Context: an optimization exercise on an open-source flow, tuned for small area and a short achievable clock period. The choices shown serve that exercise and are no tape-out recipe. The RTL was checked by simulation tests, not by an equivalence proof against the original design. Power and IR drop assume default switching activity.

## flow/run.sh

```bash
#!/bin/bash
# synth_recipe.tcl (not shown) runs the flow's synth.tcl, then flattens the netlist and writes it again
# the make line also repeats each setting of config.mk as NAME=value (left out here)
make -C /OpenROAD-flow-scripts/flow DESIGN_CONFIG=/design/flow/config.mk WORK_HOME=/design/flow/orfs CLKGATE_MAP_FILE= SYNTH_SCRIPT=/design/flow/synth_recipe.tcl finish
```

## flow/config.mk

```make
export PLATFORM = sky130hd
export DESIGN_NAME = systolic_gemm_engine
export DESIGN_NICKNAME = systolic_gemm_engine
export VERILOG_FILES = /design/flow/design.v
export SDC_FILE = /design/flow/constraint.sdc
export NUM_CORES = 4
export LEC_CHECK = 0
export CAP_MARGIN = 20
export CORE_MARGIN = 2
export CORE_UTILIZATION = 40
export SLEW_MARGIN = 20
```

## flow/constraint.sdc

```tcl
create_clock -name core_clock -period 8.0 [get_ports {clk}]
set_input_delay 1.6000 -clock core_clock [delete_from_list [all_inputs] [get_ports {clk}]]
set_output_delay 1.6000 -clock core_clock [all_outputs]
set_load 0.01 [all_outputs]
```

## flow/design.v

```verilog
package systolic_pkg;
   typedef enum logic [1:0] {
      IDLE  = 2'd0,
      LOAD  = 2'd1,
      RUN   = 2'd2,
      DRAIN = 2'd3
   } state_t;
   function automatic integer calc_lat(input integer rows, input integer cols);
      calc_lat = rows + cols;
   endfunction
endpackage
module sa_mac_pe (
   input  logic        clk,
   input  logic [47:0] i_sel,    
   input  logic [15:0] i_wa,     
   input  logic [15:0] i_wb,     
   input  logic [17:0] i_ws,     
   output logic [17:0] o_res
);
   logic pp1;
   logic pp2;
   logic pp3;
   logic pp4;
   logic pp5;
   logic pp6;
   logic pp7;
   logic pp8;
   logic pp9;
   logic pp10;
   logic pp11;
   logic pp12;
   logic pp13;
   logic pp14;
   logic pp15;
   logic pp16;
   logic pp17;
   logic pp18;
   logic pp19;
   logic pp20;
   logic pp21;
   logic pp22;
   logic pp23;
   logic pp24;
   logic pp25;
   logic pp26;
   logic pp27;
   logic pp28;
   logic pp29;
   logic pp30;
   logic pp31;
   logic pp32;
   logic pp33;
   logic pp34;
   logic pp35;
   logic pp36;
   logic pp37;
   logic pp38;
   logic pp39;
   logic pp40;
   logic pp41;
   logic pp42;
   logic pp43;
   logic pp44;
   logic pp45;
   logic pp46;
   logic pp47;
   logic pp48;
   logic pp49;
   logic pp50;
   logic pp51;
   logic pp52;
   logic pp53;
   logic pp54;
   logic pp55;
   logic pp56;
   logic pp57;
   logic pp58;
   logic pp59;
   logic pp60;
   logic pp61;
   logic pp62;
   logic pp63;
   logic pp64;
   logic pp65;
   logic pp66;
   logic pp67;
   logic pp68;
   logic pp69;
   logic pp70;
   logic pp71;
   logic pp72;
   logic pp73;
   logic pp74;
   logic pp75;
   logic pp76;
   logic pp77;
   logic pp78;
   logic pp79;
   logic pp80;
   logic pp81;
   logic pp82;
   logic pp83;
   logic pp84;
   logic pp85;
   logic pp86;
   logic pp87;
   logic pp88;
   logic pp89;
   logic pp90;
   logic pp91;
   logic pp92;
   logic pp93;
   logic pp94;
   logic pp95;
   logic pp96;
   logic pp97;
   logic pp98;
   logic pp99;
   logic pp100;
   logic pp101;
   logic pp102;
   logic pp103;
   logic pp104;
   logic pp105;
   logic pp106;
   logic pp107;
   logic pp108;
   logic pp109;
   logic pp110;
   logic pp111;
   logic pp112;
   logic pp113;
   logic pp114;
   logic pp115;
   logic pp116;
   logic pp117;
   logic pp118;
   logic pp119;
   logic pp120;
   logic pp121;
   logic pp122;
   logic pp123;
   logic pp124;
   logic pp125;
   logic pp126;
   logic pp127;
   logic pp128;
   logic pp129;
   logic pp130;
   logic pp131;
   logic pp132;
   logic pp133;
   logic pp134;
   logic pp135;
   logic pp136;
   logic pp137;
   logic pp138;
   logic pp139;
   logic pp140;
   logic pp141;
   logic pp142;
   logic pp143;
   logic pp144;
   logic s145;
   logic c146;
   logic s147;
   logic c148;
   logic s149;
   logic c150;
   logic s151;
   logic c152;
   logic s153;
   logic c154;
   logic s155;
   logic c156;
   logic s157;
   logic c158;
   logic s159;
   logic c160;
   logic s161;
   logic c162;
   logic s163;
   logic c164;
   logic s165;
   logic c166;
   logic s167;
   logic c168;
   logic s169;
   logic c170;
   logic s171;
   logic c172;
   logic s173;
   logic c174;
   logic s175;
   logic c176;
   logic s177;
   logic c178;
   logic s179;
   logic c180;
   logic s181;
   logic c182;
   logic s183;
   logic c184;
   logic s185;
   logic c186;
   logic s187;
   logic c188;
   logic s189;
   logic c190;
   logic s191;
   logic c192;
   logic s193;
   logic c194;
   logic s195;
   logic c196;
   logic s197;
   logic c198;
   logic s199;
   logic c200;
   logic s201;
   logic c202;
   logic s203;
   logic c204;
   logic s205;
   logic c206;
   logic s207;
   logic c208;
   logic s209;
   logic c210;
   logic s211;
   logic c212;
   logic s213;
   logic c214;
   logic s215;
   logic c216;
   logic s217;
   logic c218;
   logic s219;
   logic c220;
   logic s221;
   logic c222;
   logic s223;
   logic c224;
   logic s225;
   logic c226;
   logic s227;
   logic c228;
   logic s229;
   logic c230;
   logic s231;
   logic c232;
   logic s233;
   logic c234;
   logic s235;
   logic c236;
   logic s237;
   logic c238;
   logic s239;
   logic c240;
   logic s241;
   logic c242;
   logic s243;
   logic c244;
   logic s245;
   logic c246;
   logic s247;
   logic c248;
   logic s249;
   logic c250;
   logic s251;
   logic c252;
   logic s253;
   logic c254;
   logic s255;
   logic c256;
   logic s257;
   logic c258;
   logic s259;
   logic c260;
   logic s261;
   logic c262;
   logic s263;
   logic c264;
   logic s265;
   logic c266;
   logic s267;
   logic c268;
   logic s269;
   logic c270;
   logic s271;
   logic c272;
   logic s273;
   logic c274;
   logic s275;
   logic c276;
   logic s277;
   logic c278;
   logic s279;
   logic c280;
   logic s281;
   logic c282;
   logic s283;
   logic c284;
   logic s285;
   logic c286;
   logic s287;
   logic c288;
   logic s289;
   logic c290;
   logic s291;
   logic c292;
   logic s293;
   logic c294;
   logic s295;
   logic c296;
   logic s297;
   logic c298;
   logic s299;
   logic c300;
   logic s301;
   logic c302;
   logic s303;
   logic c304;
   logic s305;
   logic c306;
   logic s307;
   logic c308;
   logic s309;
   logic c310;
   logic s311;
   logic c312;
   logic s313;
   logic c314;
   logic s315;
   logic c316;
   logic s317;
   logic c318;
   logic s319;
   logic c320;
   logic s321;
   logic c322;
   logic s323;
   logic c324;
   logic q325;
   logic q326;
   logic q327;
   logic q328;
   logic q329;
   logic q330;
   logic q331;
   logic q332;
   logic q333;
   logic q334;
   logic q335;
   logic q336;
   logic q337;
   logic q338;
   logic q339;
   logic q340;
   logic q341;
   logic q342;
   logic q343;
   logic q344;
   logic q345;
   logic q346;
   logic q347;
   logic q348;
   logic q349;
   logic q350;
   logic q351;
   logic q352;
   logic q353;
   logic q354;
   logic q355;
   logic q356;
   logic q357;
   logic q358;
   logic q359;
   logic q360;
   logic q361;
   logic q362;
   logic q363;
   logic q364;
   logic q365;
   logic q366;
   logic q367;
   logic q368;
   logic q369;
   logic q370;
   logic q371;
   logic q372;
   logic q373;
   logic q374;
   logic q375;
   logic q376;
   logic q377;
   logic q378;
   logic q379;
   logic q380;
   logic q381;
   logic q382;
   logic q383;
   logic q384;
   logic q385;
   logic q386;
   logic s387;
   logic c388;
   logic s389;
   logic c390;
   logic s391;
   logic c392;
   logic s393;
   logic c394;
   logic s395;
   logic c396;
   logic s397;
   logic c398;
   logic s399;
   logic c400;
   logic s401;
   logic c402;
   logic s403;
   logic c404;
   logic s405;
   logic c406;
   logic s407;
   logic c408;
   logic s409;
   logic c410;
   logic s411;
   logic c412;
   logic s413;
   logic c414;
   logic s415;
   logic c416;
   logic s417;
   logic c418;
   logic s419;
   logic c420;
   logic s421;
   logic c422;
   logic s423;
   logic c424;
   logic s425;
   logic c426;
   logic s427;
   logic c428;
   logic s429;
   logic c430;
   logic s431;
   logic c432;
   logic s433;
   logic c434;
   logic s435;
   logic c436;
   logic s437;
   logic c438;
   logic s439;
   logic c440;
   logic s441;
   logic c442;
   logic s443;
   logic c444;
   logic s445;
   logic c446;
   logic [17:0] w_a, w_b;
   assign pp1 = ((i_sel[0] & i_wa[0]) | (i_sel[1] & i_wb[0]) | (i_sel[2] & i_ws[0]));
   assign pp2 = ((i_sel[0] & i_wa[1]) | (i_sel[1] & i_wb[1]) | (i_sel[2] & i_ws[1]));
   assign pp3 = ((i_sel[0] & i_wa[2]) | (i_sel[1] & i_wb[2]) | (i_sel[2] & i_ws[2]));
   assign pp4 = ((i_sel[0] & i_wa[3]) | (i_sel[1] & i_wb[3]) | (i_sel[2] & i_ws[3]));
   assign pp5 = ((i_sel[0] & i_wa[4]) | (i_sel[1] & i_wb[4]) | (i_sel[2] & i_ws[4]));
   assign pp6 = ((i_sel[0] & i_wa[5]) | (i_sel[1] & i_wb[5]) | (i_sel[2] & i_ws[5]));
   assign pp7 = ((i_sel[0] & i_wa[6]) | (i_sel[1] & i_wb[6]) | (i_sel[2] & i_ws[6]));
   assign pp8 = ((i_sel[0] & i_wa[7]) | (i_sel[1] & i_wb[7]) | (i_sel[2] & i_ws[7]));
   assign pp9 = ~((i_sel[0] & i_wa[7]) | (i_sel[1] & i_wb[7]) | (i_sel[2] & i_ws[8]));
   assign pp10 = ((i_sel[3] & i_wa[0]) | (i_sel[4] & i_wb[0]) | (i_sel[5] & i_ws[0]));
   assign pp11 = ((i_sel[3] & i_wa[1]) | (i_sel[4] & i_wb[1]) | (i_sel[5] & i_ws[1]));
   assign pp12 = ((i_sel[3] & i_wa[2]) | (i_sel[4] & i_wb[2]) | (i_sel[5] & i_ws[2]));
   assign pp13 = ((i_sel[3] & i_wa[3]) | (i_sel[4] & i_wb[3]) | (i_sel[5] & i_ws[3]));
   assign pp14 = ((i_sel[3] & i_wa[4]) | (i_sel[4] & i_wb[4]) | (i_sel[5] & i_ws[4]));
   assign pp15 = ((i_sel[3] & i_wa[5]) | (i_sel[4] & i_wb[5]) | (i_sel[5] & i_ws[5]));
   assign pp16 = ((i_sel[3] & i_wa[6]) | (i_sel[4] & i_wb[6]) | (i_sel[5] & i_ws[6]));
   assign pp17 = ((i_sel[3] & i_wa[7]) | (i_sel[4] & i_wb[7]) | (i_sel[5] & i_ws[7]));
   assign pp18 = ~((i_sel[3] & i_wa[7]) | (i_sel[4] & i_wb[7]) | (i_sel[5] & i_ws[8]));
   assign pp19 = ((i_sel[6] & i_wa[0]) | (i_sel[7] & i_wb[0]) | (i_sel[8] & i_ws[0]));
   assign pp20 = ((i_sel[6] & i_wa[1]) | (i_sel[7] & i_wb[1]) | (i_sel[8] & i_ws[1]));
   assign pp21 = ((i_sel[6] & i_wa[2]) | (i_sel[7] & i_wb[2]) | (i_sel[8] & i_ws[2]));
   assign pp22 = ((i_sel[6] & i_wa[3]) | (i_sel[7] & i_wb[3]) | (i_sel[8] & i_ws[3]));
   assign pp23 = ((i_sel[6] & i_wa[4]) | (i_sel[7] & i_wb[4]) | (i_sel[8] & i_ws[4]));
   assign pp24 = ((i_sel[6] & i_wa[5]) | (i_sel[7] & i_wb[5]) | (i_sel[8] & i_ws[5]));
   assign pp25 = ((i_sel[6] & i_wa[6]) | (i_sel[7] & i_wb[6]) | (i_sel[8] & i_ws[6]));
   assign pp26 = ((i_sel[6] & i_wa[7]) | (i_sel[7] & i_wb[7]) | (i_sel[8] & i_ws[7]));
   assign pp27 = ~((i_sel[6] & i_wa[7]) | (i_sel[7] & i_wb[7]) | (i_sel[8] & i_ws[8]));
   assign pp28 = ((i_sel[9] & i_wa[0]) | (i_sel[10] & i_wb[0]) | (i_sel[11] & i_ws[0]));
   assign pp29 = ((i_sel[9] & i_wa[1]) | (i_sel[10] & i_wb[1]) | (i_sel[11] & i_ws[1]));
   assign pp30 = ((i_sel[9] & i_wa[2]) | (i_sel[10] & i_wb[2]) | (i_sel[11] & i_ws[2]));
   assign pp31 = ((i_sel[9] & i_wa[3]) | (i_sel[10] & i_wb[3]) | (i_sel[11] & i_ws[3]));
   assign pp32 = ((i_sel[9] & i_wa[4]) | (i_sel[10] & i_wb[4]) | (i_sel[11] & i_ws[4]));
   assign pp33 = ((i_sel[9] & i_wa[5]) | (i_sel[10] & i_wb[5]) | (i_sel[11] & i_ws[5]));
   assign pp34 = ((i_sel[9] & i_wa[6]) | (i_sel[10] & i_wb[6]) | (i_sel[11] & i_ws[6]));
   assign pp35 = ((i_sel[9] & i_wa[7]) | (i_sel[10] & i_wb[7]) | (i_sel[11] & i_ws[7]));
   assign pp36 = ~((i_sel[9] & i_wa[7]) | (i_sel[10] & i_wb[7]) | (i_sel[11] & i_ws[8]));
   assign pp37 = ((i_sel[12] & i_wa[0]) | (i_sel[13] & i_wb[0]) | (i_sel[14] & i_ws[0]));
   assign pp38 = ((i_sel[12] & i_wa[1]) | (i_sel[13] & i_wb[1]) | (i_sel[14] & i_ws[1]));
   assign pp39 = ((i_sel[12] & i_wa[2]) | (i_sel[13] & i_wb[2]) | (i_sel[14] & i_ws[2]));
   assign pp40 = ((i_sel[12] & i_wa[3]) | (i_sel[13] & i_wb[3]) | (i_sel[14] & i_ws[3]));
   assign pp41 = ((i_sel[12] & i_wa[4]) | (i_sel[13] & i_wb[4]) | (i_sel[14] & i_ws[4]));
   assign pp42 = ((i_sel[12] & i_wa[5]) | (i_sel[13] & i_wb[5]) | (i_sel[14] & i_ws[5]));
   assign pp43 = ((i_sel[12] & i_wa[6]) | (i_sel[13] & i_wb[6]) | (i_sel[14] & i_ws[6]));
   assign pp44 = ((i_sel[12] & i_wa[7]) | (i_sel[13] & i_wb[7]) | (i_sel[14] & i_ws[7]));
   assign pp45 = ~((i_sel[12] & i_wa[7]) | (i_sel[13] & i_wb[7]) | (i_sel[14] & i_ws[8]));
   assign pp46 = ((i_sel[15] & i_wa[0]) | (i_sel[16] & i_wb[0]) | (i_sel[17] & i_ws[0]));
   assign pp47 = ((i_sel[15] & i_wa[1]) | (i_sel[16] & i_wb[1]) | (i_sel[17] & i_ws[1]));
   assign pp48 = ((i_sel[15] & i_wa[2]) | (i_sel[16] & i_wb[2]) | (i_sel[17] & i_ws[2]));
   assign pp49 = ((i_sel[15] & i_wa[3]) | (i_sel[16] & i_wb[3]) | (i_sel[17] & i_ws[3]));
   assign pp50 = ((i_sel[15] & i_wa[4]) | (i_sel[16] & i_wb[4]) | (i_sel[17] & i_ws[4]));
   assign pp51 = ((i_sel[15] & i_wa[5]) | (i_sel[16] & i_wb[5]) | (i_sel[17] & i_ws[5]));
   assign pp52 = ((i_sel[15] & i_wa[6]) | (i_sel[16] & i_wb[6]) | (i_sel[17] & i_ws[6]));
   assign pp53 = ((i_sel[15] & i_wa[7]) | (i_sel[16] & i_wb[7]) | (i_sel[17] & i_ws[7]));
   assign pp54 = ~((i_sel[15] & i_wa[7]) | (i_sel[16] & i_wb[7]) | (i_sel[17] & i_ws[8]));
   assign pp55 = ((i_sel[18] & i_wa[0]) | (i_sel[19] & i_wb[0]) | (i_sel[20] & i_ws[0]));
   assign pp56 = ((i_sel[18] & i_wa[1]) | (i_sel[19] & i_wb[1]) | (i_sel[20] & i_ws[1]));
   assign pp57 = ((i_sel[18] & i_wa[2]) | (i_sel[19] & i_wb[2]) | (i_sel[20] & i_ws[2]));
   assign pp58 = ((i_sel[18] & i_wa[3]) | (i_sel[19] & i_wb[3]) | (i_sel[20] & i_ws[3]));
   assign pp59 = ((i_sel[18] & i_wa[4]) | (i_sel[19] & i_wb[4]) | (i_sel[20] & i_ws[4]));
   assign pp60 = ((i_sel[18] & i_wa[5]) | (i_sel[19] & i_wb[5]) | (i_sel[20] & i_ws[5]));
   assign pp61 = ((i_sel[18] & i_wa[6]) | (i_sel[19] & i_wb[6]) | (i_sel[20] & i_ws[6]));
   assign pp62 = ((i_sel[18] & i_wa[7]) | (i_sel[19] & i_wb[7]) | (i_sel[20] & i_ws[7]));
   assign pp63 = ~((i_sel[18] & i_wa[7]) | (i_sel[19] & i_wb[7]) | (i_sel[20] & i_ws[8]));
   assign pp64 = ~((i_sel[21] & i_wa[0]) | (i_sel[22] & i_wb[0]) | (i_sel[23] & i_ws[0]));
   assign pp65 = ~((i_sel[21] & i_wa[1]) | (i_sel[22] & i_wb[1]) | (i_sel[23] & i_ws[1]));
   assign pp66 = ~((i_sel[21] & i_wa[2]) | (i_sel[22] & i_wb[2]) | (i_sel[23] & i_ws[2]));
   assign pp67 = ~((i_sel[21] & i_wa[3]) | (i_sel[22] & i_wb[3]) | (i_sel[23] & i_ws[3]));
   assign pp68 = ~((i_sel[21] & i_wa[4]) | (i_sel[22] & i_wb[4]) | (i_sel[23] & i_ws[4]));
   assign pp69 = ~((i_sel[21] & i_wa[5]) | (i_sel[22] & i_wb[5]) | (i_sel[23] & i_ws[5]));
   assign pp70 = ~((i_sel[21] & i_wa[6]) | (i_sel[22] & i_wb[6]) | (i_sel[23] & i_ws[6]));
   assign pp71 = ~((i_sel[21] & i_wa[7]) | (i_sel[22] & i_wb[7]) | (i_sel[23] & i_ws[7]));
   assign pp72 = ((i_sel[21] & i_wa[7]) | (i_sel[22] & i_wb[7]) | (i_sel[23] & i_ws[8]));
   assign pp73 = ((i_sel[24] & i_wa[8]) | (i_sel[25] & i_wb[8]) | (i_sel[26] & i_ws[9]));
   assign pp74 = ((i_sel[24] & i_wa[9]) | (i_sel[25] & i_wb[9]) | (i_sel[26] & i_ws[10]));
   assign pp75 = ((i_sel[24] & i_wa[10]) | (i_sel[25] & i_wb[10]) | (i_sel[26] & i_ws[11]));
   assign pp76 = ((i_sel[24] & i_wa[11]) | (i_sel[25] & i_wb[11]) | (i_sel[26] & i_ws[12]));
   assign pp77 = ((i_sel[24] & i_wa[12]) | (i_sel[25] & i_wb[12]) | (i_sel[26] & i_ws[13]));
   assign pp78 = ((i_sel[24] & i_wa[13]) | (i_sel[25] & i_wb[13]) | (i_sel[26] & i_ws[14]));
   assign pp79 = ((i_sel[24] & i_wa[14]) | (i_sel[25] & i_wb[14]) | (i_sel[26] & i_ws[15]));
   assign pp80 = ((i_sel[24] & i_wa[15]) | (i_sel[25] & i_wb[15]) | (i_sel[26] & i_ws[16]));
   assign pp81 = ~((i_sel[24] & i_wa[15]) | (i_sel[25] & i_wb[15]) | (i_sel[26] & i_ws[17]));
   assign pp82 = ((i_sel[27] & i_wa[8]) | (i_sel[28] & i_wb[8]) | (i_sel[29] & i_ws[9]));
   assign pp83 = ((i_sel[27] & i_wa[9]) | (i_sel[28] & i_wb[9]) | (i_sel[29] & i_ws[10]));
   assign pp84 = ((i_sel[27] & i_wa[10]) | (i_sel[28] & i_wb[10]) | (i_sel[29] & i_ws[11]));
   assign pp85 = ((i_sel[27] & i_wa[11]) | (i_sel[28] & i_wb[11]) | (i_sel[29] & i_ws[12]));
   assign pp86 = ((i_sel[27] & i_wa[12]) | (i_sel[28] & i_wb[12]) | (i_sel[29] & i_ws[13]));
   assign pp87 = ((i_sel[27] & i_wa[13]) | (i_sel[28] & i_wb[13]) | (i_sel[29] & i_ws[14]));
   assign pp88 = ((i_sel[27] & i_wa[14]) | (i_sel[28] & i_wb[14]) | (i_sel[29] & i_ws[15]));
   assign pp89 = ((i_sel[27] & i_wa[15]) | (i_sel[28] & i_wb[15]) | (i_sel[29] & i_ws[16]));
   assign pp90 = ~((i_sel[27] & i_wa[15]) | (i_sel[28] & i_wb[15]) | (i_sel[29] & i_ws[17]));
   assign pp91 = ((i_sel[30] & i_wa[8]) | (i_sel[31] & i_wb[8]) | (i_sel[32] & i_ws[9]));
   assign pp92 = ((i_sel[30] & i_wa[9]) | (i_sel[31] & i_wb[9]) | (i_sel[32] & i_ws[10]));
   assign pp93 = ((i_sel[30] & i_wa[10]) | (i_sel[31] & i_wb[10]) | (i_sel[32] & i_ws[11]));
   assign pp94 = ((i_sel[30] & i_wa[11]) | (i_sel[31] & i_wb[11]) | (i_sel[32] & i_ws[12]));
   assign pp95 = ((i_sel[30] & i_wa[12]) | (i_sel[31] & i_wb[12]) | (i_sel[32] & i_ws[13]));
   assign pp96 = ((i_sel[30] & i_wa[13]) | (i_sel[31] & i_wb[13]) | (i_sel[32] & i_ws[14]));
   assign pp97 = ((i_sel[30] & i_wa[14]) | (i_sel[31] & i_wb[14]) | (i_sel[32] & i_ws[15]));
   assign pp98 = ((i_sel[30] & i_wa[15]) | (i_sel[31] & i_wb[15]) | (i_sel[32] & i_ws[16]));
   assign pp99 = ~((i_sel[30] & i_wa[15]) | (i_sel[31] & i_wb[15]) | (i_sel[32] & i_ws[17]));
   assign pp100 = ((i_sel[33] & i_wa[8]) | (i_sel[34] & i_wb[8]) | (i_sel[35] & i_ws[9]));
   assign pp101 = ((i_sel[33] & i_wa[9]) | (i_sel[34] & i_wb[9]) | (i_sel[35] & i_ws[10]));
   assign pp102 = ((i_sel[33] & i_wa[10]) | (i_sel[34] & i_wb[10]) | (i_sel[35] & i_ws[11]));
   assign pp103 = ((i_sel[33] & i_wa[11]) | (i_sel[34] & i_wb[11]) | (i_sel[35] & i_ws[12]));
   assign pp104 = ((i_sel[33] & i_wa[12]) | (i_sel[34] & i_wb[12]) | (i_sel[35] & i_ws[13]));
   assign pp105 = ((i_sel[33] & i_wa[13]) | (i_sel[34] & i_wb[13]) | (i_sel[35] & i_ws[14]));
   assign pp106 = ((i_sel[33] & i_wa[14]) | (i_sel[34] & i_wb[14]) | (i_sel[35] & i_ws[15]));
   assign pp107 = ((i_sel[33] & i_wa[15]) | (i_sel[34] & i_wb[15]) | (i_sel[35] & i_ws[16]));
   assign pp108 = ~((i_sel[33] & i_wa[15]) | (i_sel[34] & i_wb[15]) | (i_sel[35] & i_ws[17]));
   assign pp109 = ((i_sel[36] & i_wa[8]) | (i_sel[37] & i_wb[8]) | (i_sel[38] & i_ws[9]));
   assign pp110 = ((i_sel[36] & i_wa[9]) | (i_sel[37] & i_wb[9]) | (i_sel[38] & i_ws[10]));
   assign pp111 = ((i_sel[36] & i_wa[10]) | (i_sel[37] & i_wb[10]) | (i_sel[38] & i_ws[11]));
   assign pp112 = ((i_sel[36] & i_wa[11]) | (i_sel[37] & i_wb[11]) | (i_sel[38] & i_ws[12]));
   assign pp113 = ((i_sel[36] & i_wa[12]) | (i_sel[37] & i_wb[12]) | (i_sel[38] & i_ws[13]));
   assign pp114 = ((i_sel[36] & i_wa[13]) | (i_sel[37] & i_wb[13]) | (i_sel[38] & i_ws[14]));
   assign pp115 = ((i_sel[36] & i_wa[14]) | (i_sel[37] & i_wb[14]) | (i_sel[38] & i_ws[15]));
   assign pp116 = ((i_sel[36] & i_wa[15]) | (i_sel[37] & i_wb[15]) | (i_sel[38] & i_ws[16]));
   assign pp117 = ~((i_sel[36] & i_wa[15]) | (i_sel[37] & i_wb[15]) | (i_sel[38] & i_ws[17]));
   assign pp118 = ((i_sel[39] & i_wa[8]) | (i_sel[40] & i_wb[8]) | (i_sel[41] & i_ws[9]));
   assign pp119 = ((i_sel[39] & i_wa[9]) | (i_sel[40] & i_wb[9]) | (i_sel[41] & i_ws[10]));
   assign pp120 = ((i_sel[39] & i_wa[10]) | (i_sel[40] & i_wb[10]) | (i_sel[41] & i_ws[11]));
   assign pp121 = ((i_sel[39] & i_wa[11]) | (i_sel[40] & i_wb[11]) | (i_sel[41] & i_ws[12]));
   assign pp122 = ((i_sel[39] & i_wa[12]) | (i_sel[40] & i_wb[12]) | (i_sel[41] & i_ws[13]));
   assign pp123 = ((i_sel[39] & i_wa[13]) | (i_sel[40] & i_wb[13]) | (i_sel[41] & i_ws[14]));
   assign pp124 = ((i_sel[39] & i_wa[14]) | (i_sel[40] & i_wb[14]) | (i_sel[41] & i_ws[15]));
   assign pp125 = ((i_sel[39] & i_wa[15]) | (i_sel[40] & i_wb[15]) | (i_sel[41] & i_ws[16]));
   assign pp126 = ~((i_sel[39] & i_wa[15]) | (i_sel[40] & i_wb[15]) | (i_sel[41] & i_ws[17]));
   assign pp127 = ((i_sel[42] & i_wa[8]) | (i_sel[43] & i_wb[8]) | (i_sel[44] & i_ws[9]));
   assign pp128 = ((i_sel[42] & i_wa[9]) | (i_sel[43] & i_wb[9]) | (i_sel[44] & i_ws[10]));
   assign pp129 = ((i_sel[42] & i_wa[10]) | (i_sel[43] & i_wb[10]) | (i_sel[44] & i_ws[11]));
   assign pp130 = ((i_sel[42] & i_wa[11]) | (i_sel[43] & i_wb[11]) | (i_sel[44] & i_ws[12]));
   assign pp131 = ((i_sel[42] & i_wa[12]) | (i_sel[43] & i_wb[12]) | (i_sel[44] & i_ws[13]));
   assign pp132 = ((i_sel[42] & i_wa[13]) | (i_sel[43] & i_wb[13]) | (i_sel[44] & i_ws[14]));
   assign pp133 = ((i_sel[42] & i_wa[14]) | (i_sel[43] & i_wb[14]) | (i_sel[44] & i_ws[15]));
   assign pp134 = ((i_sel[42] & i_wa[15]) | (i_sel[43] & i_wb[15]) | (i_sel[44] & i_ws[16]));
   assign pp135 = ~((i_sel[42] & i_wa[15]) | (i_sel[43] & i_wb[15]) | (i_sel[44] & i_ws[17]));
   assign pp136 = ~((i_sel[45] & i_wa[8]) | (i_sel[46] & i_wb[8]) | (i_sel[47] & i_ws[9]));
   assign pp137 = ~((i_sel[45] & i_wa[9]) | (i_sel[46] & i_wb[9]) | (i_sel[47] & i_ws[10]));
   assign pp138 = ~((i_sel[45] & i_wa[10]) | (i_sel[46] & i_wb[10]) | (i_sel[47] & i_ws[11]));
   assign pp139 = ~((i_sel[45] & i_wa[11]) | (i_sel[46] & i_wb[11]) | (i_sel[47] & i_ws[12]));
   assign pp140 = ~((i_sel[45] & i_wa[12]) | (i_sel[46] & i_wb[12]) | (i_sel[47] & i_ws[13]));
   assign pp141 = ~((i_sel[45] & i_wa[13]) | (i_sel[46] & i_wb[13]) | (i_sel[47] & i_ws[14]));
   assign pp142 = ~((i_sel[45] & i_wa[14]) | (i_sel[46] & i_wb[14]) | (i_sel[47] & i_ws[15]));
   assign pp143 = ~((i_sel[45] & i_wa[15]) | (i_sel[46] & i_wb[15]) | (i_sel[47] & i_ws[16]));
   assign pp144 = ((i_sel[45] & i_wa[15]) | (i_sel[46] & i_wb[15]) | (i_sel[47] & i_ws[17]));
   assign s145 = pp7 ^ pp15;
   assign c146 = pp7 & pp15;
   assign s147 = pp8 ^ pp16 ^ pp24;
   assign c148 = (pp8 & pp16) | (pp8 & pp24) | (pp16 & pp24);
   assign s149 = pp32 ^ pp40 ^ pp48;
   assign c150 = (pp32 & pp40) | (pp32 & pp48) | (pp40 & pp48);
   assign s151 = pp9 ^ pp17 ^ pp25;
   assign c152 = (pp9 & pp17) | (pp9 & pp25) | (pp17 & pp25);
   assign s153 = pp33 ^ pp41 ^ pp49;
   assign c154 = (pp33 & pp41) | (pp33 & pp49) | (pp41 & pp49);
   assign s155 = pp57 ^ pp65 ^ pp81;
   assign c156 = (pp57 & pp65) | (pp57 & pp81) | (pp65 & pp81);
   assign s157 = pp18 ^ pp26 ^ pp34;
   assign c158 = (pp18 & pp26) | (pp18 & pp34) | (pp26 & pp34);
   assign s159 = pp42 ^ pp50 ^ pp58;
   assign c160 = (pp42 & pp50) | (pp42 & pp58) | (pp50 & pp58);
   assign s161 = pp66 ^ pp90;
   assign c162 = pp66 & pp90;
   assign s163 = pp27 ^ pp35 ^ pp43;
   assign c164 = (pp27 & pp35) | (pp27 & pp43) | (pp35 & pp43);
   assign s165 = pp5 ^ pp13;
   assign c166 = pp5 & pp13;
   assign s167 = pp6 ^ pp14 ^ pp22;
   assign c168 = (pp6 & pp14) | (pp6 & pp22) | (pp14 & pp22);
   assign s169 = pp30 ^ pp38 ^ pp46;
   assign c170 = (pp30 & pp38) | (pp30 & pp46) | (pp38 & pp46);
   assign s171 = pp23 ^ pp31 ^ pp39;
   assign c172 = (pp23 & pp31) | (pp23 & pp39) | (pp31 & pp39);
   assign s173 = pp47 ^ pp55 ^ pp79;
   assign c174 = (pp47 & pp55) | (pp47 & pp79) | (pp55 & pp79);
   assign s175 = pp87 ^ pp95 ^ pp103;
   assign c176 = (pp87 & pp95) | (pp87 & pp103) | (pp95 & pp103);
   assign s177 = pp56 ^ pp64 ^ pp80;
   assign c178 = (pp56 & pp64) | (pp56 & pp80) | (pp64 & pp80);
   assign s179 = pp88 ^ pp96 ^ pp104;
   assign c180 = (pp88 & pp96) | (pp88 & pp104) | (pp96 & pp104);
   assign s181 = pp112 ^ pp120 ^ pp128;
   assign c182 = (pp112 & pp120) | (pp112 & pp128) | (pp120 & pp128);
   assign s183 = pp136 ^ s147;
   assign c184 = pp136 & s147;
   assign s185 = pp89 ^ pp97 ^ pp105;
   assign c186 = (pp89 & pp97) | (pp89 & pp105) | (pp97 & pp105);
   assign s187 = pp113 ^ pp121 ^ pp129;
   assign c188 = (pp113 & pp121) | (pp113 & pp129) | (pp121 & pp129);
   assign s189 = pp137 ^ 1'b1 ^ s151;
   assign c190 = (pp137 & 1'b1) | (pp137 & s151) | (1'b1 & s151);
   assign s191 = s153 ^ s155 ^ c148;
   assign c192 = (s153 & s155) | (s153 & c148) | (s155 & c148);
   assign s193 = pp98 ^ pp106 ^ pp114;
   assign c194 = (pp98 & pp106) | (pp98 & pp114) | (pp106 & pp114);
   assign s195 = pp122 ^ pp130 ^ pp138;
   assign c196 = (pp122 & pp130) | (pp122 & pp138) | (pp130 & pp138);
   assign s197 = 1'b1 ^ s157 ^ s159;
   assign c198 = (1'b1 & s157) | (1'b1 & s159) | (s157 & s159);
   assign s199 = s161 ^ c152 ^ c154;
   assign c200 = (s161 & c152) | (s161 & c154) | (c152 & c154);
   assign s201 = pp51 ^ pp59 ^ pp67;
   assign c202 = (pp51 & pp59) | (pp51 & pp67) | (pp59 & pp67);
   assign s203 = pp99 ^ pp107 ^ pp115;
   assign c204 = (pp99 & pp107) | (pp99 & pp115) | (pp107 & pp115);
   assign s205 = pp123 ^ pp131 ^ pp139;
   assign c206 = (pp123 & pp131) | (pp123 & pp139) | (pp131 & pp139);
   assign s207 = s163 ^ c158 ^ c160;
   assign c208 = (s163 & c158) | (s163 & c160) | (c158 & c160);
   assign s209 = pp36 ^ pp44 ^ pp52;
   assign c210 = (pp36 & pp44) | (pp36 & pp52) | (pp44 & pp52);
   assign s211 = pp60 ^ pp68 ^ pp108;
   assign c212 = (pp60 & pp68) | (pp60 & pp108) | (pp68 & pp108);
   assign s213 = pp116 ^ pp124 ^ pp132;
   assign c214 = (pp116 & pp124) | (pp116 & pp132) | (pp124 & pp132);
   assign s215 = pp45 ^ pp53 ^ pp61;
   assign c216 = (pp45 & pp53) | (pp45 & pp61) | (pp53 & pp61);
   assign s217 = pp4 ^ pp12 ^ pp20;
   assign c218 = (pp4 & pp12) | (pp4 & pp20) | (pp12 & pp20);
   assign s219 = pp21 ^ pp29 ^ pp37;
   assign c220 = (pp21 & pp29) | (pp21 & pp37) | (pp29 & pp37);
   assign s221 = pp77 ^ pp85 ^ pp93;
   assign c222 = (pp77 & pp85) | (pp77 & pp93) | (pp85 & pp93);
   assign s223 = pp78 ^ pp86 ^ pp94;
   assign c224 = (pp78 & pp86) | (pp78 & pp94) | (pp86 & pp94);
   assign s225 = pp102 ^ pp110 ^ pp118;
   assign c226 = (pp102 & pp110) | (pp102 & pp118) | (pp110 & pp118);
   assign s227 = s167 ^ s169;
   assign c228 = s167 & s169;
   assign s229 = pp111 ^ pp119 ^ pp127;
   assign c230 = (pp111 & pp119) | (pp111 & pp127) | (pp119 & pp127);
   assign s231 = s145 ^ s171 ^ s173;
   assign c232 = (s145 & s171) | (s145 & s173) | (s171 & s173);
   assign s233 = s175 ^ c168 ^ c170;
   assign c234 = (s175 & c168) | (s175 & c170) | (c168 & c170);
   assign s235 = s149 ^ c146 ^ s177;
   assign c236 = (s149 & c146) | (s149 & s177) | (c146 & s177);
   assign s237 = s179 ^ s181 ^ s183;
   assign c238 = (s179 & s181) | (s179 & s183) | (s181 & s183);
   assign s239 = c172 ^ c174 ^ c176;
   assign c240 = (c172 & c174) | (c172 & c176) | (c174 & c176);
   assign s241 = c150 ^ s185 ^ s187;
   assign c242 = (c150 & s185) | (c150 & s187) | (s185 & s187);
   assign s243 = s189 ^ s191 ^ c178;
   assign c244 = (s189 & s191) | (s189 & c178) | (s191 & c178);
   assign s245 = c180 ^ c182 ^ c184;
   assign c246 = (c180 & c182) | (c180 & c184) | (c182 & c184);
   assign s247 = c156 ^ s193 ^ s195;
   assign c248 = (c156 & s193) | (c156 & s195) | (s193 & s195);
   assign s249 = s197 ^ s199 ^ c186;
   assign c250 = (s197 & s199) | (s197 & c186) | (s199 & c186);
   assign s251 = c188 ^ c190 ^ c192;
   assign c252 = (c188 & c190) | (c188 & c192) | (c190 & c192);
   assign s253 = c162 ^ s201 ^ s203;
   assign c254 = (c162 & s201) | (c162 & s203) | (s201 & s203);
   assign s255 = s205 ^ s207 ^ c194;
   assign c256 = (s205 & s207) | (s205 & c194) | (s207 & c194);
   assign s257 = c196 ^ c198 ^ c200;
   assign c258 = (c196 & c198) | (c196 & c200) | (c198 & c200);
   assign s259 = pp140 ^ c164 ^ s209;
   assign c260 = (pp140 & c164) | (pp140 & s209) | (c164 & s209);
   assign s261 = s211 ^ s213 ^ c202;
   assign c262 = (s211 & s213) | (s211 & c202) | (s213 & c202);
   assign s263 = c204 ^ c206 ^ c208;
   assign c264 = (c204 & c206) | (c204 & c208) | (c206 & c208);
   assign s265 = pp69 ^ pp117 ^ pp125;
   assign c266 = (pp69 & pp117) | (pp69 & pp125) | (pp117 & pp125);
   assign s267 = pp133 ^ pp141 ^ s215;
   assign c268 = (pp133 & pp141) | (pp133 & s215) | (pp141 & s215);
   assign s269 = c210 ^ c212 ^ c214;
   assign c270 = (c210 & c212) | (c210 & c214) | (c212 & c214);
   assign s271 = pp54 ^ pp62 ^ pp70;
   assign c272 = (pp54 & pp62) | (pp54 & pp70) | (pp62 & pp70);
   assign s273 = pp126 ^ pp134 ^ pp142;
   assign c274 = (pp126 & pp134) | (pp126 & pp142) | (pp134 & pp142);
   assign s275 = pp3 ^ pp11 ^ pp19;
   assign c276 = (pp3 & pp11) | (pp3 & pp19) | (pp11 & pp19);
   assign s277 = pp28 ^ pp76 ^ pp84;
   assign c278 = (pp28 & pp76) | (pp28 & pp84) | (pp76 & pp84);
   assign s279 = pp92 ^ pp100;
   assign c280 = pp92 & pp100;
   assign s281 = pp101 ^ pp109 ^ s165;
   assign c282 = (pp101 & pp109) | (pp101 & s165) | (pp109 & s165);
   assign s283 = s219 ^ s221 ^ c218;
   assign c284 = (s219 & s221) | (s219 & c218) | (s221 & c218);
   assign s285 = c166 ^ s223 ^ s225;
   assign c286 = (c166 & s223) | (c166 & s225) | (s223 & s225);
   assign s287 = s227 ^ c220 ^ c222;
   assign c288 = (s227 & c220) | (s227 & c222) | (c220 & c222);
   assign s289 = s229 ^ s231 ^ s233;
   assign c290 = (s229 & s231) | (s229 & s233) | (s231 & s233);
   assign s291 = c224 ^ c226 ^ c228;
   assign c292 = (c224 & c226) | (c224 & c228) | (c226 & c228);
   assign s293 = s235 ^ s237 ^ s239;
   assign c294 = (s235 & s237) | (s235 & s239) | (s237 & s239);
   assign s295 = c230 ^ c232 ^ c234;
   assign c296 = (c230 & c232) | (c230 & c234) | (c232 & c234);
   assign s297 = s241 ^ s243 ^ s245;
   assign c298 = (s241 & s243) | (s241 & s245) | (s243 & s245);
   assign s299 = c236 ^ c238 ^ c240;
   assign c300 = (c236 & c238) | (c236 & c240) | (c238 & c240);
   assign s301 = s247 ^ s249 ^ s251;
   assign c302 = (s247 & s249) | (s247 & s251) | (s249 & s251);
   assign s303 = c242 ^ c244 ^ c246;
   assign c304 = (c242 & c244) | (c242 & c246) | (c244 & c246);
   assign s305 = s253 ^ s255 ^ s257;
   assign c306 = (s253 & s255) | (s253 & s257) | (s255 & s257);
   assign s307 = c248 ^ c250 ^ c252;
   assign c308 = (c248 & c250) | (c248 & c252) | (c250 & c252);
   assign s309 = s259 ^ s261 ^ s263;
   assign c310 = (s259 & s261) | (s259 & s263) | (s261 & s263);
   assign s311 = c254 ^ c256 ^ c258;
   assign c312 = (c254 & c256) | (c254 & c258) | (c256 & c258);
   assign s313 = s265 ^ s267 ^ s269;
   assign c314 = (s265 & s267) | (s265 & s269) | (s267 & s269);
   assign s315 = c260 ^ c262 ^ c264;
   assign c316 = (c260 & c262) | (c260 & c264) | (c262 & c264);
   assign s317 = c216 ^ s271 ^ s273;
   assign c318 = (c216 & s271) | (c216 & s273) | (s271 & s273);
   assign s319 = c266 ^ c268 ^ c270;
   assign c320 = (c266 & c268) | (c266 & c270) | (c268 & c270);
   assign s321 = pp63 ^ pp71 ^ pp135;
   assign c322 = (pp63 & pp71) | (pp63 & pp135) | (pp71 & pp135);
   assign s323 = pp143 ^ c272 ^ c274;
   assign c324 = (pp143 & c272) | (pp143 & c274) | (c272 & c274);
   assign s387 = q327 ^ q328;
   assign c388 = q327 & q328;
   assign s389 = q331 ^ q332 ^ q333;
   assign c390 = (q331 & q332) | (q331 & q333) | (q332 & q333);
   assign s391 = q335 ^ q336 ^ q337;
   assign c392 = (q335 & q336) | (q335 & q337) | (q336 & q337);
   assign s393 = q339 ^ q340 ^ q341;
   assign c394 = (q339 & q340) | (q339 & q341) | (q340 & q341);
   assign s395 = q343 ^ q344 ^ q345;
   assign c396 = (q343 & q344) | (q343 & q345) | (q344 & q345);
   assign s397 = q347 ^ q348 ^ q349;
   assign c398 = (q347 & q348) | (q347 & q349) | (q348 & q349);
   assign s399 = q351 ^ q352 ^ q353;
   assign c400 = (q351 & q352) | (q351 & q353) | (q352 & q353);
   assign s401 = q355 ^ q356 ^ q357;
   assign c402 = (q355 & q356) | (q355 & q357) | (q356 & q357);
   assign s403 = q359 ^ q360 ^ q361;
   assign c404 = (q359 & q360) | (q359 & q361) | (q360 & q361);
   assign s405 = q363 ^ q364 ^ q365;
   assign c406 = (q363 & q364) | (q363 & q365) | (q364 & q365);
   assign s407 = q367 ^ q368 ^ q369;
   assign c408 = (q367 & q368) | (q367 & q369) | (q368 & q369);
   assign s409 = q371 ^ q372 ^ q373;
   assign c410 = (q371 & q372) | (q371 & q373) | (q372 & q373);
   assign s411 = q375 ^ q376 ^ q377;
   assign c412 = (q375 & q376) | (q375 & q377) | (q376 & q377);
   assign s413 = q379 ^ q380 ^ q381;
   assign c414 = (q379 & q380) | (q379 & q381) | (q380 & q381);
   assign s415 = q383 ^ q384 ^ q385;
   assign c416 = (q383 & q384) | (q383 & q385) | (q384 & q385);
   assign s417 = q329 ^ q330;
   assign c418 = q329 & q330;
   assign s419 = q334 ^ s389 ^ c388;
   assign c420 = (q334 & s389) | (q334 & c388) | (s389 & c388);
   assign s421 = q338 ^ s391 ^ c390;
   assign c422 = (q338 & s391) | (q338 & c390) | (s391 & c390);
   assign s423 = q342 ^ s393 ^ c392;
   assign c424 = (q342 & s393) | (q342 & c392) | (s393 & c392);
   assign s425 = q346 ^ s395 ^ c394;
   assign c426 = (q346 & s395) | (q346 & c394) | (s395 & c394);
   assign s427 = q350 ^ s397 ^ c396;
   assign c428 = (q350 & s397) | (q350 & c396) | (s397 & c396);
   assign s429 = q354 ^ s399 ^ c398;
   assign c430 = (q354 & s399) | (q354 & c398) | (s399 & c398);
   assign s431 = q358 ^ s401 ^ c400;
   assign c432 = (q358 & s401) | (q358 & c400) | (s401 & c400);
   assign s433 = q362 ^ s403 ^ c402;
   assign c434 = (q362 & s403) | (q362 & c402) | (s403 & c402);
   assign s435 = q366 ^ s405 ^ c404;
   assign c436 = (q366 & s405) | (q366 & c404) | (s405 & c404);
   assign s437 = q370 ^ s407 ^ c406;
   assign c438 = (q370 & s407) | (q370 & c406) | (s407 & c406);
   assign s439 = q374 ^ s409 ^ c408;
   assign c440 = (q374 & s409) | (q374 & c408) | (s409 & c408);
   assign s441 = q378 ^ s411 ^ c410;
   assign c442 = (q378 & s411) | (q378 & c410) | (s411 & c410);
   assign s443 = q382 ^ s413 ^ c412;
   assign c444 = (q382 & s413) | (q382 & c412) | (s413 & c412);
   assign s445 = q386 ^ s415 ^ c414;
   assign c446 = (q386 & s415) | (q386 & c414) | (s415 & c414);
   always_ff @(posedge clk) begin
      q325 <= pp1;
      q326 <= pp73;
      q327 <= pp2;
      q328 <= pp10;
      q329 <= pp74;
      q330 <= pp82;
      q331 <= pp75;
      q332 <= pp83;
      q333 <= pp91;
      q334 <= s275;
      q335 <= s217;
      q336 <= s277;
      q337 <= s279;
      q338 <= c276;
      q339 <= s281;
      q340 <= s283;
      q341 <= c278;
      q342 <= c280;
      q343 <= s285;
      q344 <= s287;
      q345 <= c282;
      q346 <= c284;
      q347 <= s289;
      q348 <= s291;
      q349 <= c286;
      q350 <= c288;
      q351 <= s293;
      q352 <= s295;
      q353 <= c290;
      q354 <= c292;
      q355 <= s297;
      q356 <= s299;
      q357 <= c294;
      q358 <= c296;
      q359 <= s301;
      q360 <= s303;
      q361 <= c298;
      q362 <= c300;
      q363 <= s305;
      q364 <= s307;
      q365 <= c302;
      q366 <= c304;
      q367 <= s309;
      q368 <= s311;
      q369 <= c306;
      q370 <= c308;
      q371 <= s313;
      q372 <= s315;
      q373 <= c310;
      q374 <= c312;
      q375 <= s317;
      q376 <= s319;
      q377 <= c314;
      q378 <= c316;
      q379 <= s321;
      q380 <= s323;
      q381 <= c318;
      q382 <= c320;
      q383 <= pp72;
      q384 <= pp144;
      q385 <= c322;
      q386 <= c324;
   end
   assign w_a = {1'b1, c416, s445, s443, s441, s439, s437, s435, s433, s431, s429, s427, s425, s423, s421, s419, s387, q325};
   assign w_b = {1'b0, c446, c444, c442, c440, c438, c436, c434, c432, c430, c428, c426, c424, c422, c420, c418, s417, q326};
   always_ff @(posedge clk) o_res <= w_a + w_b;
endmodule
module systolic_gemm_engine #(
   parameter int ROWS = 4,
   parameter int COLS = 4,
   parameter int DW   = 8,
   parameter int AW   = 20
) (
   input  logic                 clk,
   input  logic                 rst,
   input  logic                 w_valid,
   output logic                 w_ready,
   input  logic [COLS*DW-1:0]   w_data,
   input  logic                 a_valid,
   output logic                 a_ready,
   input  logic                 a_last,
   input  logic [ROWS*DW-1:0]   a_data,
   output logic                 out_valid,
   output logic [COLS*AW-1:0]   out_data,
   output logic                 busy
);
   localparam int LAT = 8;
   localparam int NRAW = 5;    
   logic            r_w_ready;
   logic            r_a_ready;
   logic            r_busy;
   logic [2:0]      r_cnt;
   logic [LAT-1:0]  r_vld;
   logic            w_w_fire;
   logic            w_a_fire;
   assign w_w_fire = w_valid && r_w_ready;
   assign w_a_fire = a_valid && r_a_ready;
   always_ff @(posedge clk) begin
      if (rst) begin
         r_w_ready <= 1'b1;
         r_a_ready <= 1'b0;
         r_busy    <= 1'b0;
         r_cnt     <= '0;
      end else if (r_w_ready) begin
         if (w_valid) begin
            r_busy <= 1'b1;
            r_cnt  <= {1'b0, r_cnt[1:0] + 2'd1};
            if (r_cnt[1:0] == 2'd3) begin
               r_w_ready <= 1'b0;
               r_a_ready <= 1'b1;
            end
         end
      end else if (r_a_ready) begin
         if (a_valid && a_last) r_a_ready <= 1'b0;
      end else if (r_busy) begin
         r_cnt <= r_cnt + 3'd1;
         if (r_cnt == 3'd7) begin
            r_w_ready <= 1'b1;
            r_busy    <= 1'b0;
         end
      end
   end
   always_ff @(posedge clk) begin
      if (rst) r_vld <= '0;
      else     r_vld <= {r_vld[LAT-2:0], w_a_fire};
   end
   assign w_ready   = r_w_ready;
   assign a_ready   = r_a_ready;
   assign busy      = r_busy;
   assign out_valid = r_vld[LAT-1];
   logic [DW-1:0] r_w  [ROWS][COLS];
   logic [DW:0]   r_ws [ROWS/2][COLS];
   for (genvar r = 0; r < ROWS; r++) begin : g_wr
      for (genvar c = 0; c < COLS; c++) begin : g_wc
         always_ff @(posedge clk) begin
            if (w_w_fire && r_cnt[1:0] == 2'(r)) r_w[r][c] <= w_data[c*DW +: DW];
         end
      end
   end
   for (genvar p = 0; p < ROWS/2; p++) begin : g_ws
      for (genvar c = 0; c < COLS; c++) begin : g_wsc
         always_ff @(posedge clk) begin
            r_ws[p][c] <= {r_w[2*p][c][DW-1], r_w[2*p][c]} +
                          {r_w[2*p+1][c][DW-1], r_w[2*p+1][c]};
         end
      end
   end
   logic [ROWS*DW-1:0] r_a [NRAW];
   always_ff @(posedge clk) begin
      r_a[0] <= a_data;
      for (int i = 1; i < NRAW; i++) r_a[i] <= r_a[i-1];
   end
   logic [47:0] r_sel;
   always_ff @(posedge clk) begin
      for (int p = 0; p < 2; p++) begin
         for (int b = 0; b < DW; b++) begin
            r_sel[(p*8+b)*3 + 0] <=  r_a[NRAW-1][(2*p)*DW + b] & ~r_a[NRAW-1][(2*p+1)*DW + b];
            r_sel[(p*8+b)*3 + 1] <= ~r_a[NRAW-1][(2*p)*DW + b] &  r_a[NRAW-1][(2*p+1)*DW + b];
            r_sel[(p*8+b)*3 + 2] <=  r_a[NRAW-1][(2*p)*DW + b] &  r_a[NRAW-1][(2*p+1)*DW + b];
         end
      end
   end
   for (genvar c = 0; c < COLS; c++) begin : g_col
      logic [17:0] w_res;
      sa_mac_pe u_pe (
         .clk   (clk),
         .i_sel (r_sel),
         .i_wa  ({r_w[2][c], r_w[0][c]}),
         .i_wb  ({r_w[3][c], r_w[1][c]}),
         .i_ws  ({r_ws[1][c], r_ws[0][c]}),
         .o_res (w_res)
      );
      assign out_data[c*AW +: AW] = {{(AW-18){w_res[17]}}, w_res};
   end
endmodule
```

==> flow_metrics.env <==
export IMPL_wirelength_mm=121.5
export IMPL_antenna_found_initial=5
export IMPL_syn_inst=3956
export IMPL_fin_crit_ns=3.720
export IMPL_grt_met2_usage_pct=34.00
export IMPL_synthArstFlopShare_pct=0
export IMPL_rsz0062_at_grt="false"
export IMPL_die_w_um=328.7
export IMPL_path_cells="buf_4 > a222oi_1 > fa_1 > inv_1 > fa_1 > fa_1 > inv_1 > fa_1"
export IMPL_max_stage_delay_ns=0.90
export IMPL_place_hpwl_mm=78.85
export IMPL_drcViolationCount=0
export IMPL_io_buffer_count=152
export IMPL_seq_power_share_pct=24.5
export IMPL_p_clk_share_pct=19.1
export IMPL_internal_power_mw=12.54
export IMPL_drtAntennaViolNets=0
export IMPL_num_fill_cells=9818
export IMPL_tritoncts="built"
export IMPL_post_cts_buffers=0
export IMPL_leakage_nw=21.60
export IMPL_cp_end_kind="flip-flop"
export IMPL_multi_input_area_um2=21010
export IMPL_grt_pass1_vias=31120
export IMPL_vias=31120
export IMPL_postPlaceCellArea_um2=44290
export IMPL_dr_pass1_iters=17
export IMPL_htree_levels=3
export IMPL_yosys_register_bits=742
export IMPL_die_y_um=328.7
export IMPL_vdd_drop_max_v=0.0003357
export IMPL_io_pins=153
export IMPL_fmax_mhz=268.8
export IMPL_cp_required_ns=8.53
export IMPL_synthDistinctLibCells=60
export IMPL_met1_usage_pct=28.25
export IMPL_crit_top_cell="fa_1"
export IMPL_area_growth_pct=12.12
export IMPL_layout_nets=4550
export IMPL_path_buf_inv=3
export IMPL_setup_ws_ns=4.280
export IMPL_ys_seq_area_share_pct=38.27
export IMPL_p_sw_mw=8.755
export IMPL_cts_inserted_buffers=87
export IMPL_setup_tns_ns=0
export IMPL_maxSlewViolCount=0
export IMPL_ctsLongestPathBuffers=3
export IMPL_drt_iter0_markers=7540
export IMPL_syn_avg_cell_area_um2=10.66
export IMPL_viasPerCell=5.850
export IMPL_grt_max_degree=37
export IMPL_synth_nets=4654
export IMPL_clkLatencyLatePin_ns=0.66
export IMPL_worst_pin_slew_ns=1.248
export IMPL_worstHoldPathType="flip-flop to flip-flop"
export IMPL_yosys_warnings=5
export IMPL_grt_ovfl_total=0
export IMPL_final_area_um2=47270
export IMPL_core_area_um2=105000
export IMPL_rows=119
export IMPL_cts_clk_slew_worst_paths_ns=0.06
export IMPL_syn_cell_area_um2=42160
export IMPL_start_kind="flip-flop"
export IMPL_pre_cts_ws_ns=4.344
export IMPL_cts_repair_resized=0
export IMPL_cts_hold_buf=0
export IMPL_critical_path_slowest_cell="dfxtp_1"
export IMPL_yosysTopAreaCell="dfxtp_1"
export IMPL_cap_violations=0
export IMPL_setup_viol=0
export IMPL_synthTopCellsByCount="937 x inv_1, 614 x dfxtp_1, 528 x a222oi_1"
export IMPL_powerDensity_nw_per_um2=450.6
export IMPL_grt_usage_pct=22.17
export IMPL_cts_root_buf="clkbuf_16"
export IMPL_cts_sinks=742
export IMPL_worst_path_max_fanout=17
export IMPL_fin_skew_ns=0.03533
export IMPL_path_class="flip-flop to flip-flop"
export IMPL_synth_most_common_cell="inv_1"
export IMPL_path_delay_family="adder cells"
export IMPL_outcome="timing/DRC/antenna clean"
export IMPL_ys_flop_type="dfxtp_1"
export IMPL_use_met3_pct=6.259
export IMPL_synth_edf_count=128
export IMPL_p_comb_share_pct=56.4
export IMPL_wl_per_cell_um=22.84
export IMPL_synthTopCellsByArea="dfxtp_1 29%, fa_1 21%, a222oi_1 13%, edfxtp_1 9.1%, inv_1 8.3%"
export IMPL_gp_congestion=0.8722
export IMPL_grt_busiest_layer="met2"
export IMPL_final_hold_viol_count=0
export IMPL_start_util_pct=40.17
export IMPL_synth_top_area_share_pct=29.15
export IMPL_drive_above_1_share_pct=5.273
export IMPL_die_area_um2=108000
export IMPL_relSlewSlack_pct=16.78
export IMPL_holdWs_ns=0.3217
export IMPL_worstPathArrival_ns=4.25
export IMPL_grt_pass1_wl_mm=183.8
export IMPL_seqCellArea_um2=16140
export IMPL_fin_crit_sh_pct=46.50
export IMPL_p_sw_share_pct=41.11
layout make-up:
type	instances	area share, %
Inverter	937	7.440
Clock inverter	40	0.8708
Sequential cell	742	34.15
Multi-Input combinational cell	1883	44.43
Timing Repair Buffer	201	3.997
Clock buffer	123	5.421
Antenna cell	2	0.01059
Tap cell	1391	3.682
per-stage QoR:
stage,utilization [%],power (mW),instances
finish,45.03,21.30,5319
global route,45.03,23.31,5317
CTS,45.03,21.50,5317
detailed placement,42.20,17.34,5154
global placement,42.20,17.18,5154
floorplan,-,14.17,3956
cell families after synthesis:
kind of cell	share of synthesized area, %
fa+ha+maj	26.71
xor+xnor	1.787
flops	38.27
buf+inv	11.92
mux	0.02374
simple gates	3.641
compound gates	17.64
layout by cell type (no fill, tap or decap), types with 7 or more instances in the layout:
cell | synthesis | routed
inv_1 | 937 | 937
dfxtp_1 | 614 | 609
a222oi_1 | 528 | 528
fa_1 | 452 | 452
ha_1 | 177 | 177
clkdlybuf4s50_1 | 0 | 152
edfxtp_1 | 128 | 128
clkbuf_16 | 0 | 95
nand2_1 | 92 | 92
a21oi_1 | 88 | 88
nor2_1 | 76 | 76
o21ai_0 | 67 | 67
xnor2_1 | 64 | 64
nor2b_1 | 55 | 55
buf_4 | 8 | 49
a21o_1 | 42 | 42
xor2_1 | 22 | 22
clkbuf_1 | 287 | 20
nand3_1 | 18 | 18
and2_1 | 17 | 17
o21a_1 | 16 | 16
a22o_1 | 16 | 16
nor3_1 | 12 | 12
a221oi_1 | 12 | 12
clkinv_2 | 0 | 12
a211oi_1 | 11 | 11
nand2b_1 | 10 | 10
o41ai_1 | 10 | 10
a21boi_0 | 8 | 8
a22oi_1 | 8 | 8
o21bai_1 | 8 | 8
clkbuf_8 | 0 | 8
and3_1 | 11 | 7
clkinvlp_4 | 0 | 7
state kept, by name, indices dropped and copies added, names as in the netlist, 8 cells and up:
name / cells
r_sel: 48
r_a: 160
r_ws: 72
r_w: 128
g_col.u_pe.o_res: 72
r_vld: 8
final timing paths:
| path | start | endpoint | slack (ns) | depth (start not counted) |
|---|---|---|---|---|
| setup reg to reg | r_sel[21]$_DFF_P_ | g_col[0].u_pe.q355$_DFF_P_ | 4.28 | 8 |
| hold / removal | r_a[1][20]$_DFF_P_ | r_a[2][20]$_DFF_P_ | 0.32 | 0 |
| hold reg to reg | r_a[1][20]$_DFF_P_ | r_a[2][20]$_DFF_P_ | 0.32 | 0 |
| setup / recovery | r_sel[21]$_DFF_P_ | g_col[0].u_pe.q355$_DFF_P_ | 4.28 | 8 |
power by group through the flow:
stage                     registers (mW)  clock network, mW  logic, mW
final                               5.22               4.07       12.0
after global routing                5.29               4.33       13.7
after CTS                           5.22               4.18       12.1
after detailed placement            5.30                  0       12.0
after global placement              5.29                  0       11.9
after floorplan                     5.15                  0       9.03
per-layer routing:
metal	wire, um	share of wire, %
met1	45060	37
met2	53010	44
met3	16440	14
met4	6914	5.7
met5	35	0.029

## port drivers added, routing unchanged
In the flow no input, the clock included, has a driving cell. The finished layout below was timed again as built, in two steps. Step 1 (the two cells are an assumption about what drives the block):
set clk [get_ports {clk}]
set_driving_cell -lib_cell sky130_fd_sc_hd__clkbuf_16 $clk
set_driving_cell -lib_cell sky130_fd_sc_hd__buf_2 [delete_from_list [all_inputs] $clk]
Step 2, shift: input delay + t, output delay - t, t = (earliest + latest rising clock arrival at the registers) / 2. This alone moves slack from input paths to output paths. a / b / c = ideal ports / drivers / drivers and shift; a / b = the first two.
shift t [ns]: 0.715
setup WS [ns]: 4.280 / 4.280 / 4.280
hold WS [ns]: 0.322 / 0.322 / 0.322
After both steps setup and hold are still met in this run. For this run, drivers alone change the setup slack by 0.000 ns; drivers and shift together by 0.000 ns.
